What follows belongs to an exercise in optimizing a design on an open flow for small area, a short achievable clock period and few clock cycles; a production flow would make more cautious choices. At most, simulation tests tie the RTL to the original design; equivalence was not proved. Power and IR drop assume default switching activity.

// hid_keyboard_report_to_key_events_core
module hid_keyboard_report_to_key_events_core (
  input  logic        clk_i,
  input  logic        rst_ni,
  input  logic        in_valid_i,
  output logic        in_stall_o,
  input  logic [55:0] in_data_i,
  output logic        out_valid_o,
  input  logic        out_stall_i,
  output logic [9:0]  out_data_o
);
make LEC_CHECK=0 ABC_CLOCK_PERIOD_IN_PS=2500 CAP_MARGIN=20 CORE_MARGIN=2 CORE_UTILIZATION=40 SETUP_SLACK_MARGIN=2.5 SLEW_MARGIN=20 finish   # period 5.0 ns
run.sh (not shown) runs the stock make flow with config.mk's settings and CLKGATE_MAP_FILE= SYNTH_SCRIPT=/design/flow/synth_recipe.tcl, a recipe that flattens the netlist after the stock synthesis.
Change:
ABC_CLOCK_PERIOD_IN_PS = 2300   (was 2500)
SETUP_SLACK_MARGIN = 2.7   (was 2.5)
Result: Core utilization rises by 1.4 points; total power rises by 1.9%; setup slack improved by 0.21 ns; sequential share of layout area falls by 1.0 points; wire length rises by 2.5%; clock-buffer cell count falls by 2; design area rises by 3.0%; via count rises by 1.0%.
Function was not checked in any run of this note: the RTL went through the layout flow alone.

* * *

## try-xenon
Another version of the RTL of hid_keyboard_report_to_key_events_core (not shown whole).
Size in the first run: ~1,300 cells after synthesis, about 150 flip-flops, ~0.0099 mm2 of cells after synthesis.
// hid_keyboard_report_to_key_events_core
module hid_keyboard_report_to_key_events_core (
  input  logic        clk_i,
  input  logic        rst_ni,
  input  logic        in_valid_i,
  output logic        in_stall_o,
  input  logic [55:0] in_data_i,
  output logic        out_valid_o,
  input  logic        out_stall_i,
  output logic [9:0]  out_data_o
);
==> flow/config.mk <==
export PLATFORM = sky130hd
export DESIGN_NAME = hid_keyboard_report_to_key_events_core
export DESIGN_NICKNAME = hid_keyboard_report_to_key_events_core
export VERILOG_FILES = /design/flow/design.v
export SDC_FILE = /design/flow/constraint.sdc
export NUM_CORES = 4
export LEC_CHECK = 0
export ABC_AREA = 1
export ABC_CLOCK_PERIOD_IN_PS = 2300
export CAP_MARGIN = 20
export CORE_MARGIN = 2
export CORE_UTILIZATION = 40
export SETUP_SLACK_MARGIN = 2.7
export SLEW_MARGIN = 20
==> flow/constraint.sdc <==
create_clock -name core_clock -period 5.0 [get_ports {clk_i}]
set_input_delay 1.0000 -clock core_clock [delete_from_list [all_inputs] [get_ports {clk_i}]]
set_output_delay 1.0000 -clock core_clock [all_outputs]
set_load 0.01 [all_outputs]
standard.sh (not shown) runs the stock make flow with config.mk's settings and CLKGATE_MAP_FILE= SYNTH_SCRIPT=/design/flow/synth_recipe.tcl, a recipe that flattens the netlist after the stock synthesis.
==> flow/flow/run.sh <==
#!/bin/bash
# Standard layout, with the port buffers made of plain buffer cells
# (buffer_ports picks a delay cell by default).
export BUFFER_PORTS_ARGS="-buffer_cell sky130_fd_sc_hd__buf_2"
bash standard.sh > standard.log 2>&1
try-xenon finished every stage and its layout cleared the timing, DRC and antenna checks.
Testbench counts of try-xenon, summed over its fixed seeds: cycles 13,752.
The following lists how try-yarrow was set up differently from try-xenon:
- setting CTS_CLUSTER_SIZE to 30 for the first time
- setting CTS_BUF_LIST to sky130_fd_sc_hd__clkbuf_4 sky130_fd_sc_hd__clkbuf_8 for the first time
- changing SETUP_SLACK_MARGIN from 2.7 to 2.9
- setting CTS_CLUSTER_DIAMETER to 80 for the first time
- changing ABC_CLOCK_PERIOD_IN_PS from 2300 to 2100
==> comparison <==
try-yarrow reached the final stage; the timing, DRC and antenna checks on its layout passed. When try-yarrow is set beside try-xenon, its largest clock skew in the final design turns out to be 7.1 ps larger. Across both runs, total of plain and repair buffers excluding clock buffers was higher for try-yarrow than for try-xenon. Relative to try-xenon, final standard cell utilization of the core has decreased by 0.30 points in try-yarrow. Of try-yarrow and try-xenon, the run reporting the lower layout clock buffer count was try-yarrow.
### try-yarrow -> try-quartz
- ABC_CLOCK_PERIOD_IN_PS changed from 2100 to 2300
- CTS_CLUSTER_DIAMETER removed (was 80)
- CTS_CLUSTER_SIZE removed (was 30)
- SETUP_SLACK_MARGIN changed from 2.9 to 2.7
--- outcome ---
Compared to try-yarrow, the routing of try-quartz uses less wire.
Fraction of the cycle the final worst path needs delta for try-quartz relative to try-yarrow: 2.6 points higher
The lower area added between synthesis and finish came out of try-quartz.
First-pass GRT wire length (try-quartz vs. try-yarrow) decreases slightly
Non-clock buffer instance count of the final layout (higher): try-yarrow
Going from try-yarrow to try-quartz, final total power went down, relative slew slack -12 points.

* * *

Another version of the RTL of hid_keyboard_report_to_key_events_core (not shown whole).
Size: roughly 72 I/O pins, ~0.012 mm^2 of cells after synthesis.
// hid_keyboard_report_to_key_events_core
module hid_keyboard_report_to_key_events_core (
  input  logic        clk_i,
  input  logic        rst_ni,
  input  logic        in_valid_i,
  output logic        in_stall_o,
  input  logic [55:0] in_data_i,
  output logic        out_valid_o,
  input  logic        out_stall_i,
  output logic [9:0]  out_data_o
);
==> flow/config.mk <==
export PLATFORM = sky130hd
export DESIGN_NAME = hid_keyboard_report_to_key_events_core
export DESIGN_NICKNAME = hid_keyboard_report_to_key_events_core
export VERILOG_FILES = /design/flow/design.v
export SDC_FILE = /design/flow/constraint.sdc
export NUM_CORES = 4
export LEC_CHECK = 0
export ABC_CLOCK_PERIOD_IN_PS = 1900
export CAP_MARGIN = 20
export CORE_MARGIN = 2
export CORE_UTILIZATION = 40
export SETUP_SLACK_MARGIN = 3.1
export SLEW_MARGIN = 20
==> flow/constraint.sdc <==
create_clock -name core_clock -period 5.0 [get_ports {clk_i}]
set_input_delay 1.0000 -clock core_clock [delete_from_list [all_inputs] [get_ports {clk_i}]]
set_output_delay 1.0000 -clock core_clock [all_outputs]
set_load 0.01 [all_outputs]
run.sh (not shown) runs the stock make flow with config.mk's settings and CLKGATE_MAP_FILE= SYNTH_SCRIPT=/design/flow/synth_recipe.tcl, a recipe that flattens the netlist after the stock synthesis.
Stock flow here: none of the scripts above is used.
Then changed:
--- a/flow/config.mk
+++ b/flow/config.mk
@@ -6,8 +6,8 @@
 export NUM_CORES = 4
 export LEC_CHECK = 0
-export ABC_CLOCK_PERIOD_IN_PS = 1900
+export ABC_CLOCK_PERIOD_IN_PS = 2300
 export CAP_MARGIN = 20
 export CORE_MARGIN = 2
 export CORE_UTILIZATION = 40
-export SETUP_SLACK_MARGIN = 3.1
+export SETUP_SLACK_MARGIN = 2.7
 export SLEW_MARGIN = 20
After rerunning: Count of clock-buffer cells in the layout went down by 2. Die area is unchanged. Setup slack is better by 0.042 ns. Combinational power went down by 23%. Design area went down by 7.5%. Area after synthesis stays the same. Non-clock buffer count went down by 89. Sequential share of layout area went up by 2.8 points. Worst hold slack is better by 0.019 ns. Flip-flop and latch count is unchanged.
Function was not checked in any run of this note: the RTL went through the layout flow alone.

* * *

== run A ==
hid_keyboard_report_to_key_events_core with an RTL version that a note above also has.
For scale: ~1300 cells after synthesis, roughly 0.0099 mm2 of cells after synthesis.
export LEC_CHECK = 0
export ABC_AREA = 1
export ABC_CLOCK_PERIOD_IN_PS = 2200
export CAP_MARGIN = 20
export CORE_MARGIN = 2
export CORE_UTILIZATION = 40
export CTS_BUF_LIST = sky130_fd_sc_hd__clkbuf_4 sky130_fd_sc_hd__clkbuf_8
export SETUP_SLACK_MARGIN = 2.8
export SLEW_MARGIN = 20
create_clock -name core_clock -period 5.0 [get_ports {clk_i}]
standard.sh (not shown) runs the stock make flow with config.mk's settings and CLKGATE_MAP_FILE= SYNTH_SCRIPT=/design/flow/synth_recipe.tcl, a recipe that flattens the netlist after the stock synthesis.
Scripts as last shown in full above: flow/flow/run.sh
Run A finished end to end and its layout was clean on timing, DRC and antenna.
Testbench counts of run A, summed over its fixed seeds: cycles 13,752.
Edits applied to the flow inputs when going from run A to run B:
==> flow/run.sh (new file) <==
#!/bin/bash
# synth_recipe.tcl (not shown) runs the flow's synth.tcl, then flattens the netlist and writes it again
# the make line also repeats each setting of config.mk as NAME=value (left out here)
make -C /OpenROAD-flow-scripts/flow DESIGN_CONFIG=/design/flow/config.mk WORK_HOME=/design/flow/orfs CLKGATE_MAP_FILE= SYNTH_SCRIPT=/design/flow/synth_recipe.tcl finish
--- a/flow/config.mk
+++ b/flow/config.mk
@@ -7,4 +7,3 @@
 export LEC_CHECK = 0
-export ABC_AREA = 1
-export ABC_CLOCK_PERIOD_IN_PS = 2200
+export ABC_CLOCK_PERIOD_IN_PS = 2300
 export CAP_MARGIN = 20
@@ -12,4 +11,3 @@
 export CORE_UTILIZATION = 40
-export CTS_BUF_LIST = sky130_fd_sc_hd__clkbuf_4 sky130_fd_sc_hd__clkbuf_8
-export SETUP_SLACK_MARGIN = 2.8
+export SETUP_SLACK_MARGIN = 2.7
 export SLEW_MARGIN = 20
removed: flow/flow/run.sh
removed: flow/standard.sh
## What came out
Compared with run A, in run B detailed-routing iteration count for the pre-antenna-repair pass -3, final hold slack +0.033 ns, detailed-routing wirelength on met1 -8.7%, design area +970 um2, critical path data required time +0.14 ns.
Side by side, area share of xor/xnor cells in the synthesized design turned out higher in run B than in run A.
Having completed the whole flow, run B delivered a layout that passed the timing, DRC and antenna checks.
Run B: sequential fraction of total cell area 3.1 points below run A
Inputs modified between run B and run C:
==> flow/flow/run.sh (new file) <==
#!/bin/bash
# Standard layout, with the port buffers made of plain buffer cells
# (buffer_ports picks a delay cell by default).
export BUFFER_PORTS_ARGS="-buffer_cell sky130_fd_sc_hd__buf_1"
bash standard.sh > standard.log 2>&1
==> flow/standard.sh (new file) <==
#!/bin/bash
# synth_recipe.tcl (not shown) runs the flow's synth.tcl, then flattens the netlist and writes it again
# the make line also repeats each setting of config.mk as NAME=value (left out here)
make -C /OpenROAD-flow-scripts/flow DESIGN_CONFIG=/design/flow/config.mk WORK_HOME=/design/flow/orfs CLKGATE_MAP_FILE= SYNTH_SCRIPT=/design/flow/synth_recipe.tcl "${@:-finish}"
--- a/flow/config.mk
+++ b/flow/config.mk
@@ -7,3 +7,4 @@
 export LEC_CHECK = 0
-export ABC_CLOCK_PERIOD_IN_PS = 2300
+export ABC_AREA = 1
+export ABC_CLOCK_PERIOD_IN_PS = 2100
 export CAP_MARGIN = 20
@@ -11,3 +12,4 @@
 export CORE_UTILIZATION = 40
-export SETUP_SLACK_MARGIN = 2.7
+export CTS_BUF_LIST = sky130_fd_sc_hd__clkbuf_4 sky130_fd_sc_hd__clkbuf_8
+export SETUP_SLACK_MARGIN = 2.9
 export SLEW_MARGIN = 20
removed: flow/run.sh
### Flow results
Global routing usage on met2: run C > run B
Relative contribution of the clock network to total power, run C and run B: smaller value in run C
Compared with run B, run C shows a post-synthesis cell type count that is about 30% lower.
Going from run B to run C, the count of inverters not on the clock network in the layout was found to have gone up by about 240%.
Diff run B -> run C: design area went down; clock latency reported for the late side of the worst-skew pair went up; wire length of the first global-routing pass increased by 12% relative to the old numbers.
Changes in run D relative to run C:
==> flow/flow/run.sh <==
#!/bin/bash
# Standard layout, with the port buffers made of plain buffer cells
# (buffer_ports picks a delay cell by default).
export BUFFER_PORTS_ARGS="-buffer_cell sky130_fd_sc_hd__buf_2"
bash standard.sh > standard.log 2>&1
--- a/flow/config.mk
+++ b/flow/config.mk
@@ -11,4 +11,5 @@
 export CORE_MARGIN = 2
-export CORE_UTILIZATION = 40
+export CORE_UTILIZATION = 60
 export CTS_BUF_LIST = sky130_fd_sc_hd__clkbuf_4 sky130_fd_sc_hd__clkbuf_8
+export PLACE_DENSITY = 0.75
 export SETUP_SLACK_MARGIN = 2.9
## What came out
Run D: full flow OK, the timing, DRC and antenna checks passed. Start point of the critical path = cur_q[28]: run D; start point of the critical path = in_data_i[1]: run C. Maximum frequency was lower in run D than in run C. Design area delta (run D − run C): favourable. Taking run C as the reference, in run D average size of a mapped cell roughly the same; met3 routing resource usage after global routing higher; mean routed wirelength per cell higher; sequential share of layout area higher; number of stages on the worst setup path lower. The run showing the greater power is run D. Initial antenna violation count down 1 in run D wrt run C. Across both runs, global-route usage was higher for run D than for run C.

-- afterwards: timing with drivers on the ports --
The flow's constraints put no driver on any port. The routed layouts listed below were extracted and timed again, unchanged, in two steps.
Step 1 (the two cells are an assumption about what drives the block):
set clk [get_ports {clk_i}]
set_driving_cell -lib_cell sky130_fd_sc_hd__clkbuf_16 $clk
set_driving_cell -lib_cell sky130_fd_sc_hd__buf_2 [delete_from_list [all_inputs] $clk]
Step 2 times the ports against the registers' clock, not the clock port: input delays grow and output delays shrink by t, the midpoint of the rising clock arrivals with the driver on.
Slacks: ideal / step 1 / step 2; pairs: ideal / step 1.
run	shift t [ns]	slack for setup (ns)	worst setup path after step 2	slew at the worst register clock pin (ns)	cell pins on the clock port's net
the first run of note 1	0.479	2.469 / 2.469 / 2.064	input to register	0.07 / 0.07	1
the second run of note 1	0.478	2.683 / 2.683 / 2.250	input to register	0.07 / 0.07	1
try-xenon	0.479	2.801 / 2.801 / 2.425	input to register	0.07 / 0.07	1
try-yarrow	0.508	2.958 / 2.934 / 2.504	input to register	0.10 / 0.10	1
try-quartz	0.502	2.830 / 2.841 / 2.350	input to register	0.10 / 0.10	1
the first run of note 3	0.484	2.653 / 2.653 / 2.488	input to register	0.08 / 0.08	1
the second run of note 3	0.481	2.695 / 2.695 / 2.305	input to register	0.08 / 0.08	1
run A	0.493	2.852 / 2.857 / 2.382	input to register	0.10 / 0.10	1
run B	0.471	2.662 / 2.662 / 2.253	input to register	0.07 / 0.07	1
run C	0.494	2.900 / 2.920 / 2.426	input to register	0.10 / 0.10	1
run D	0.510	2.890 / 2.890 / 2.443	input to register	0.10 / 0.10	1
After both steps setup and hold are still met in every run listed. For try-quartz, which loses most, drivers alone change the setup slack by +0.011 ns; drivers and shift together by -0.480 ns.
